This design comes from an exercise in tuning for small area on the open sky130 flow, not from production work.
Where RTL was checked, it was by simulation tests only, not by an equivalence proof against the original.

==> flow/design.v <==
`timescale 1ns/1ps
module sw_top (
    input  logic          clk,
    input  logic          reset,
    input  logic          valid_i,
    input  logic [1:0]    data_ref_i,
    input  logic [1:0]    data_query_i,
    output logic          finish_o,
    output logic [20:0]   best_o
);
    logic [6:0]  cnt_q;      
    logic [5:0]  rp_q;       
    logic [3:0]  qp_q;       
    logic        bub_q;      
    logic        loaded, front, take, run, real_cell, row_end, first_row, front_row, first_cell, done;
    assign loaded    = cnt_q[6];
    assign front     = (cnt_q[6:4] == 3'd0);
    assign take      = valid_i & ~loaded;
    assign run       = ~front;
    assign real_cell = run & ~bub_q;
    assign row_end   = (qp_q == 4'd0);
    assign first_row = (rp_q == 6'd1);
    assign front_row = ((rp_q[5:4] == 2'd0) & (rp_q[3:0] != 4'd0)) | (rp_q == 6'd16);
    assign first_cell = first_row & (qp_q == 4'd1);
    assign done      = loaded & first_cell;
    logic [31:0] qry_q;      
    logic [31:0] frt_q;      
    logic [95:0] bck_q;      
    always_ff @(posedge clk) begin
        if ((take & front) | run)
            qry_q <= {qry_q[29:0], run ? qry_q[31:30] : data_query_i};
        if ((take & front) | (real_cell & row_end & front_row))
            frt_q <= {frt_q[29:0], data_ref_i};
        if ((take & ~front) | (real_cell & row_end & ~front_row))
            bck_q <= {bck_q[93:0], data_ref_i};
    end
    logic [1:0] qbase, rbase;
    assign qbase = qry_q[31:30];
    assign rbase = front_row ? frt_q[31:30] : bck_q[95:94];
    logic [3:0] ring_q [0:15];
    logic [3:0] ring_in;
    always_ff @(posedge clk) begin
        ring_q[0] <= ring_in;
        for (int k = 1; k < 16; k++) ring_q[k] <= ring_q[k-1];
    end
    logic [5:0] hl_q;        
    logic [2:0] vv_q;        
    logic       g_q;         
    logic [2:0] dd;
    logic       f;
    logic [2:0] u, l, d4, dd_new, vv_new;
    logic       zx, f_new, g_new, uh, lh, ul;
    logic [5:0] h_new;
    always_comb begin
        if (first_row) begin
            dd = 3'd2;
            f  = 1'b0;
        end else begin
            dd = ring_q[15][3:1];
            f  = ring_q[15][0];
        end
        u = dd + {2'b0, f};
        l = vv_q + {2'b0, g_q};
        zx = (hl_q[5:3] == 3'd0) & (vv_q[2] | vv_q[1]) &
             (hl_q[2:0] == {vv_q[2] & vv_q[1], ~vv_q[1], vv_q[0]});
        uh = u[2];                       
        lh = l[2];                       
        ul = (u >= l);
        if (rbase == qbase) begin
            d4    = 3'd6;
            f_new = (u == 3'd6);
            g_new = (l == 3'd6);
        end else if (uh | lh) begin
            d4    = ul ? u : l;
            f_new = ul;
            g_new = (l >= u);
        end else begin
            d4    = zx ? 3'd4 : 3'd3;   
            f_new = ~zx & (u == 3'd3);
            g_new = ~zx & (l == 3'd3);
        end
        dd_new = d4 - vv_q;
        vv_new = d4 - dd;
        h_new  = hl_q + {3'b0, dd_new} - 6'd2;
        ring_in = real_cell ? {dd_new, f_new} : ring_q[15];
    end
    always_ff @(posedge clk) begin
        if (row_end | ~run) begin
            hl_q <= '0;
            vv_q <= 3'd2;
            g_q  <= 1'b0;
        end else begin
            hl_q <= h_new;
            vv_q <= vv_new;
            g_q  <= g_new;
        end
    end
    logic [5:0] bs_q;
    logic [5:0] br_q;
    logic [3:0] bc_q;
    logic       upd;
    assign upd = real_cell & (first_cell | (h_new > bs_q) |
                 ((h_new == bs_q) & (qp_q != 4'd0) & ((bc_q == 4'd0) | (qp_q < bc_q))));
    always_ff @(posedge clk) begin
        if (upd) begin
            bs_q <= h_new;
            br_q <= rp_q;
            bc_q <= qp_q;
        end
    end
    logic [6:0]  cnt_inc;
    assign cnt_inc = cnt_q + {6'd0, take};
    logic [5:0]  osc_q;      
    logic [9:0]  opos_q;     
    logic        nz;
    assign nz = (osc_q != 6'd0);
    always_ff @(posedge clk) begin
        if (done) opos_q <= {br_q, bc_q};
    end
    always_ff @(posedge clk or posedge reset) begin
        if (reset) begin
            cnt_q <= '0;
            rp_q  <= 6'd1;
            qp_q  <= 4'd1;
            bub_q <= 1'b0;
            osc_q <= '0;
        end else begin
            cnt_q <= {cnt_inc[6] & ~done, cnt_inc[5:0]};
            if (done) osc_q <= bs_q;
            qp_q <= run ? qp_q + 4'd1 : 4'd1;
            rp_q <= rp_q + {5'd0, real_cell & row_end};
            if (run & row_end) begin
                bub_q <= ~loaded & (rp_q[5:1] == 5'b01000);
            end
        end
    end
    assign finish_o = ~run & (qp_q == 4'd2);
    assign best_o   = {2'b00, osc_q,
                       nz & (opos_q[9:4] == 6'd0), nz ? opos_q[9:4] : 6'd0, 1'b0,
                       nz & (opos_q[3:0] == 4'd0), nz ? opos_q[3:0] : 4'd0};
endmodule
export LEC_CHECK = 0
export CAP_MARGIN = 20
export CORE_MARGIN = 2
export CORE_UTILIZATION = 40
export SLEW_MARGIN = 20
create_clock -name core_clock -period 11.0 [get_ports {clk}]
standard.sh (not shown) runs the stock make flow with config.mk's settings and CLKGATE_MAP_FILE= SYNTH_SCRIPT=/design/flow/synth_recipe.tcl, a recipe that flattens the netlist after the stock synthesis.
==> flow/flow/run.sh <==
#!/bin/bash
# The standard layout (the standard.sh: unchanged synthesis, floorplan,
# power grid and placement) with two knobs changed:
#  - port buffers are sky130_fd_sc_hd__buf_1 instead of the default pick
#  - clock tree synthesis with these options and no dummy loads
# The run's full output goes to standard.log here; ORFS's own per-step logs
# are under orfs/logs/.
set -euo pipefail
export BUFFER_PORTS_ARGS="-buffer_cell sky130_fd_sc_hd__buf_1"
export CTS_ARGS="-sink_clustering_enable -repair_clock_nets -sink_clustering_size 20 -sink_clustering_max_diameter 60 -buf_list sky130_fd_sc_hd__clkbuf_8 -dont_use_dummy_load"
bash standard.sh > standard.log 2>&1
Then changed:
--- a/flow/design.v
+++ b/flow/design.v
@@ -50,14 +50,10 @@
     logic       f;
     logic [2:0] u, l, d4, dd_new, vv_new;
-    logic       zx, f_new, g_new, uh, lh, ul;
+    logic       zx, f_new, g_new, uh, lh, ul, lu;
     logic [5:0] h_new;
+    logic [3:0] dm;
     always_comb begin
-        if (first_row) begin
-            dd = 3'd2;
-            f  = 1'b0;
-        end else begin
-            dd = ring_q[15][3:1];
-            f  = ring_q[15][0];
-        end
+        dd = ring_q[15][3:1];
+        f  = ring_q[15][0];
         u = dd + {2'b0, f};
         l = vv_q + {2'b0, g_q};
@@ -66,5 +62,10 @@
         uh = u[2];                       
         lh = l[2];                       
-        ul = (u >= l);
+        ul = 1'b1;
+        lu = 1'b1;
+        for (int k = 0; k < 3; k++) begin
+            ul = (u[k] & ~l[k]) | ((u[k] | ~l[k]) & ul);
+            lu = (l[k] & ~u[k]) | ((l[k] | ~u[k]) & lu);
+        end
         if (rbase == qbase) begin
             d4    = 3'd6;
@@ -74,5 +75,5 @@
             d4    = ul ? u : l;
             f_new = ul;
-            g_new = (l >= u);
+            g_new = lu;
         end else begin
             d4    = zx ? 3'd4 : 3'd3;   
@@ -82,6 +83,7 @@
         dd_new = d4 - vv_q;
         vv_new = d4 - dd;
-        h_new  = hl_q + {3'b0, dd_new} - 6'd2;
-        ring_in = real_cell ? {dd_new, f_new} : ring_q[15];
+        dm     = {1'b0, dd_new} - 4'd2;
+        h_new  = hl_q + {{2{dm[3]}}, dm};
+        ring_in = real_cell ? {dd_new, f_new} : (run ? ring_q[15] : 4'b0100);
     end
     always_ff @(posedge clk) begin
@@ -100,6 +102,14 @@
     logic [3:0] bc_q;
     logic       upd;
-    assign upd = real_cell & (first_cell | (h_new > bs_q) |
-                 ((h_new == bs_q) & (qp_q != 4'd0) & ((bc_q == 4'd0) | (qp_q < bc_q))));
+    logic       tie;         
+    logic       c_col, c_sc;
+    always_comb begin
+        c_col = 1'b0;
+        for (int k = 0; k < 4; k++) c_col = (bc_q[k] & ~qp_q[k]) | ((bc_q[k] | ~qp_q[k]) & c_col);
+        tie = (qp_q != 4'd0) & ((bc_q == 4'd0) | c_col);
+        c_sc = tie;
+        for (int k = 0; k < 6; k++) c_sc = (h_new[k] & ~bs_q[k]) | ((h_new[k] | ~bs_q[k]) & c_sc);
+    end
+    assign upd = real_cell & (first_cell | c_sc);
     always_ff @(posedge clk) begin
         if (upd) begin
Clock skew decreases by 28 ps.
Fmax goes up by about a fifth.
Hold slack loses 11 ps.
Design area went down slightly.
Clock-buffer cell count is higher by 1.
Worst setup slack is better by 1300 ps.
For the first run of this note, only the layout was checked, not whether the RTL still works.

* * *

sw_top, a different RTL version from the one above (not shown whole).
Size: roughly 560 cells after synthesis, roughly 280 flip-flops, about 29 I/O pins, about 9600 um^2 of cells after synthesis.
==> module sw_top, before the edit <==
module sw_top (
    input  logic          clk,
    input  logic          reset,
    input  logic          valid_i,
    input  logic [1:0]    data_ref_i,
    input  logic [1:0]    data_query_i,
    output logic          finish_o,
    output logic [20:0]   best_o
);
    logic [6:0]  cnt_q;      
    logic [5:0]  rp_q;       
    logic [3:0]  qp_q;       
    logic        bub_q;      
    logic        loaded, front, take, run, real_cell, row_end, first_row, front_row, done;
    assign loaded    = cnt_q[6];
    assign front     = (cnt_q[6:4] == 3'd0);
    assign take      = valid_i & ~loaded;
    assign run       = ~front;
    assign real_cell = run & ~bub_q;
    assign row_end   = (qp_q == 4'd0);
    assign first_row = (rp_q == 6'd1);
    assign front_row = ((rp_q[5:4] == 2'd0) & (rp_q[3:0] != 4'd0)) | (rp_q == 6'd16);
    assign done      = loaded & first_row & (qp_q == 4'd1);
    logic [31:0] qry_q;      
    logic [31:0] frt_q;      
    logic [95:0] bck_q;      
    always_ff @(posedge clk) begin
        if ((take & front) | run)
            qry_q <= {qry_q[29:0], run ? qry_q[31:30] : data_query_i};
        if ((take & front) | (real_cell & row_end & front_row))
            frt_q <= {frt_q[29:0], data_ref_i};
        if ((take & ~front) | (real_cell & row_end & ~front_row))
            bck_q <= {bck_q[93:0], data_ref_i};
    end
    logic [1:0] qbase, rbase;
    assign qbase = qry_q[31:30];
    assign rbase = front_row ? frt_q[31:30] : bck_q[95:94];
    logic [3:0] ring_q [0:15];
    logic [3:0] ring_in;
    always_ff @(posedge clk) begin
        ring_q[0] <= ring_in;
        for (int k = 1; k < 16; k++) ring_q[k] <= ring_q[k-1];
    end
    logic [5:0] hl_q;        
    logic [2:0] l_q;         
    logic       g_q;         
    logic [2:0] u;
    logic       f;
    logic [2:0] m4, d4, t, u_new, l_new;
    logic       zx, f_new, g_new;
    logic [5:0] h_new;
    always_comb begin
        if (first_row) begin
            u = 3'd2;
            f = 1'b0;
        end else begin
            u = ring_q[15][3:1];
            f = ring_q[15][0];
        end
        zx = (hl_q[5:3] == 3'd0) & (({1'b0, hl_q[2:0]} + {3'd0, g_q} + 4'd2) == {1'b0, l_q});
        if (rbase == qbase) begin
            m4 = 3'd6;
        end else begin
            m4 = 3'd3;
            if (u > m4) m4 = u;
            if (l_q > m4) m4 = l_q;
        end
        d4 = (zx && m4 == 3'd3) ? 3'd4 : m4;    
        f_new = (u == d4);
        g_new = (l_q == d4);
        t     = d4 - l_q + {2'b0, g_q};         
        u_new = t + {2'b0, f_new};
        l_new = d4 - u + {2'b0, f} + {2'b0, g_new};
        h_new = hl_q + {3'b0, t} - 6'd2;
        ring_in = real_cell ? {u_new, f_new} : ring_q[15];
    end
    always_ff @(posedge clk) begin
        if (row_end | ~run) begin
            hl_q <= '0;
            l_q  <= 3'd2;
            g_q  <= 1'b0;
        end else begin
            hl_q <= h_new;
            l_q  <= l_new;
            g_q  <= g_new;
        end
    end
    logic [5:0] bs_q;
    logic [5:0] br_q;
    logic [3:0] bc_q;
    logic       upd;
    assign upd = real_cell & ((h_new > bs_q) |
                 ((h_new == bs_q) & (qp_q != 4'd0) & ((bc_q == 4'd0) | (qp_q < bc_q))));
    always_ff @(posedge clk) begin
        if (!run) begin
            bs_q <= '0;
        end else if (upd) begin
            bs_q <= h_new;
            br_q <= rp_q;
            bc_q <= qp_q;
        end
    end
    logic [6:0]  cnt_inc;
    assign cnt_inc = cnt_q + {6'd0, take};
    logic [5:0]  osc_q;      
    logic [9:0]  opos_q;     
    logic        nz;
    assign nz = (osc_q != 6'd0);
    always_ff @(posedge clk) begin
        if (done) opos_q <= {br_q, bc_q};
    end
    always_ff @(posedge clk or posedge reset) begin
        if (reset) begin
            cnt_q <= '0;
            rp_q  <= 6'd1;
            qp_q  <= 4'd1;
            bub_q <= 1'b0;
            osc_q <= '0;
        end else begin
            cnt_q <= {cnt_inc[6] & ~done, cnt_inc[5:0]};
            if (done) osc_q <= bs_q;
            qp_q <= run ? qp_q + 4'd1 : 4'd1;
            rp_q <= rp_q + {5'd0, real_cell & row_end};
            if (run & row_end) begin
                bub_q <= ~loaded & (rp_q[5:1] == 5'b01000);
            end
        end
    end
    assign finish_o = ~run & (qp_q == 4'd2);
    assign best_o   = {2'b00, osc_q,
                       nz & (opos_q[9:4] == 6'd0), nz ? opos_q[9:4] : 6'd0, 1'b0,
                       nz & (opos_q[3:0] == 4'd0), nz ? opos_q[3:0] : 4'd0};
endmodule
Settings: LEC_CHECK=0, CAP_MARGIN=20, CORE_MARGIN=2, CORE_UTILIZATION=40, SLEW_MARGIN=20; clock period 11.0 ns.
Scripts as last shown in full above: flow/flow/run.sh
Then changed:
--- a/flow/design.v
+++ b/flow/design.v
@@ -43,46 +43,54 @@
         for (int k = 1; k < 16; k++) ring_q[k] <= ring_q[k-1];
     end
     logic [5:0] hl_q;        
-    logic [2:0] l_q;         
+    logic [2:0] vv_q;        
     logic       g_q;         
-    logic [2:0] u;
+    logic [2:0] dd;
     logic       f;
-    logic [2:0] m4, d4, t, u_new, l_new;
-    logic       zx, f_new, g_new;
+    logic [2:0] u, l, d4, dd_new, vv_new;
+    logic       zx, f_new, g_new, uh, lh, ul;
     logic [5:0] h_new;
     always_comb begin
         if (first_row) begin
-            u = 3'd2;
-            f = 1'b0;
+            dd = 3'd2;
+            f  = 1'b0;
         end else begin
-            u = ring_q[15][3:1];
-            f = ring_q[15][0];
+            dd = ring_q[15][3:1];
+            f  = ring_q[15][0];
         end
-        zx = (hl_q[5:3] == 3'd0) & (({1'b0, hl_q[2:0]} + {3'd0, g_q} + 4'd2) == {1'b0, l_q});
+        u = dd + {2'b0, f};
+        l = vv_q + {2'b0, g_q};
+        zx = (hl_q[5:3] == 3'd0) & (vv_q[2] | vv_q[1]) &
+             (hl_q[2:0] == {vv_q[2] & vv_q[1], ~vv_q[1], vv_q[0]});
+        uh = u[2];                       
+        lh = l[2];                       
+        ul = (u >= l);
         if (rbase == qbase) begin
-            m4 = 3'd6;
+            d4    = 3'd6;
+            f_new = (u == 3'd6);
+            g_new = (l == 3'd6);
+        end else if (uh | lh) begin
+            d4    = ul ? u : l;
+            f_new = ul;
+            g_new = (l >= u);
         end else begin
-            m4 = 3'd3;
-            if (u > m4) m4 = u;
-            if (l_q > m4) m4 = l_q;
+            d4    = zx ? 3'd4 : 3'd3;   
+            f_new = ~zx & (u == 3'd3);
+            g_new = ~zx & (l == 3'd3);
         end
-        d4 = (zx && m4 == 3'd3) ? 3'd4 : m4;    
-        f_new = (u == d4);
-        g_new = (l_q == d4);
-        t     = d4 - l_q + {2'b0, g_q};         
-        u_new = t + {2'b0, f_new};
-        l_new = d4 - u + {2'b0, f} + {2'b0, g_new};
-        h_new = hl_q + {3'b0, t} - 6'd2;
-        ring_in = real_cell ? {u_new, f_new} : ring_q[15];
+        dd_new = d4 - vv_q;
+        vv_new = d4 - dd;
+        h_new  = hl_q + {3'b0, dd_new} - 6'd2;
+        ring_in = real_cell ? {dd_new, f_new} : ring_q[15];
     end
     always_ff @(posedge clk) begin
         if (row_end | ~run) begin
             hl_q <= '0;
-            l_q  <= 3'd2;
+            vv_q <= 3'd2;
             g_q  <= 1'b0;
         end else begin
             hl_q <= h_new;
-            l_q  <= l_new;
+            vv_q <= vv_new;
             g_q  <= g_new;
         end
     end
=>
- The new run passed the timing, DRC and antenna checks
- clock skew stays flat
- synthesized cell count is unchanged
- global-route usage falls by 0.22 points
- area after synthesis shrinks by about 0.9%
- cell count does not change

re-timing with driven ports:
The flow's constraints put no driver on any port. The routed layouts listed below were extracted and timed again, unchanged, in two steps.
Step 1 assumes that a clkbuf_16 drives the clock port and a buf_2 every other input.
Step 2 times the ports against the registers' clock, not the clock port: input delays grow and output delays shrink by t, the midpoint of the rising clock arrivals with the driver on.
a / b / c = ideal / step 1 / step 2; a / b = the first two.
| run | shift t [ns] | slack for setup (ns) | worst setup path at the end |
|---|---|---|---|
| the first run of note 1 | 0.531 | 3.550 / 3.550 / 3.550 | register to register |
| the second run of note 1 | 0.539 | 4.872 / 4.872 / 4.872 | register to register |
| the first run of note 2 | 0.539 | 2.981 / 2.981 / 2.981 | register to register |
| the second run of note 2 | 0.539 | 3.303 / 3.303 / 3.303 | register to register |
After both steps setup and hold are still met in every run listed.
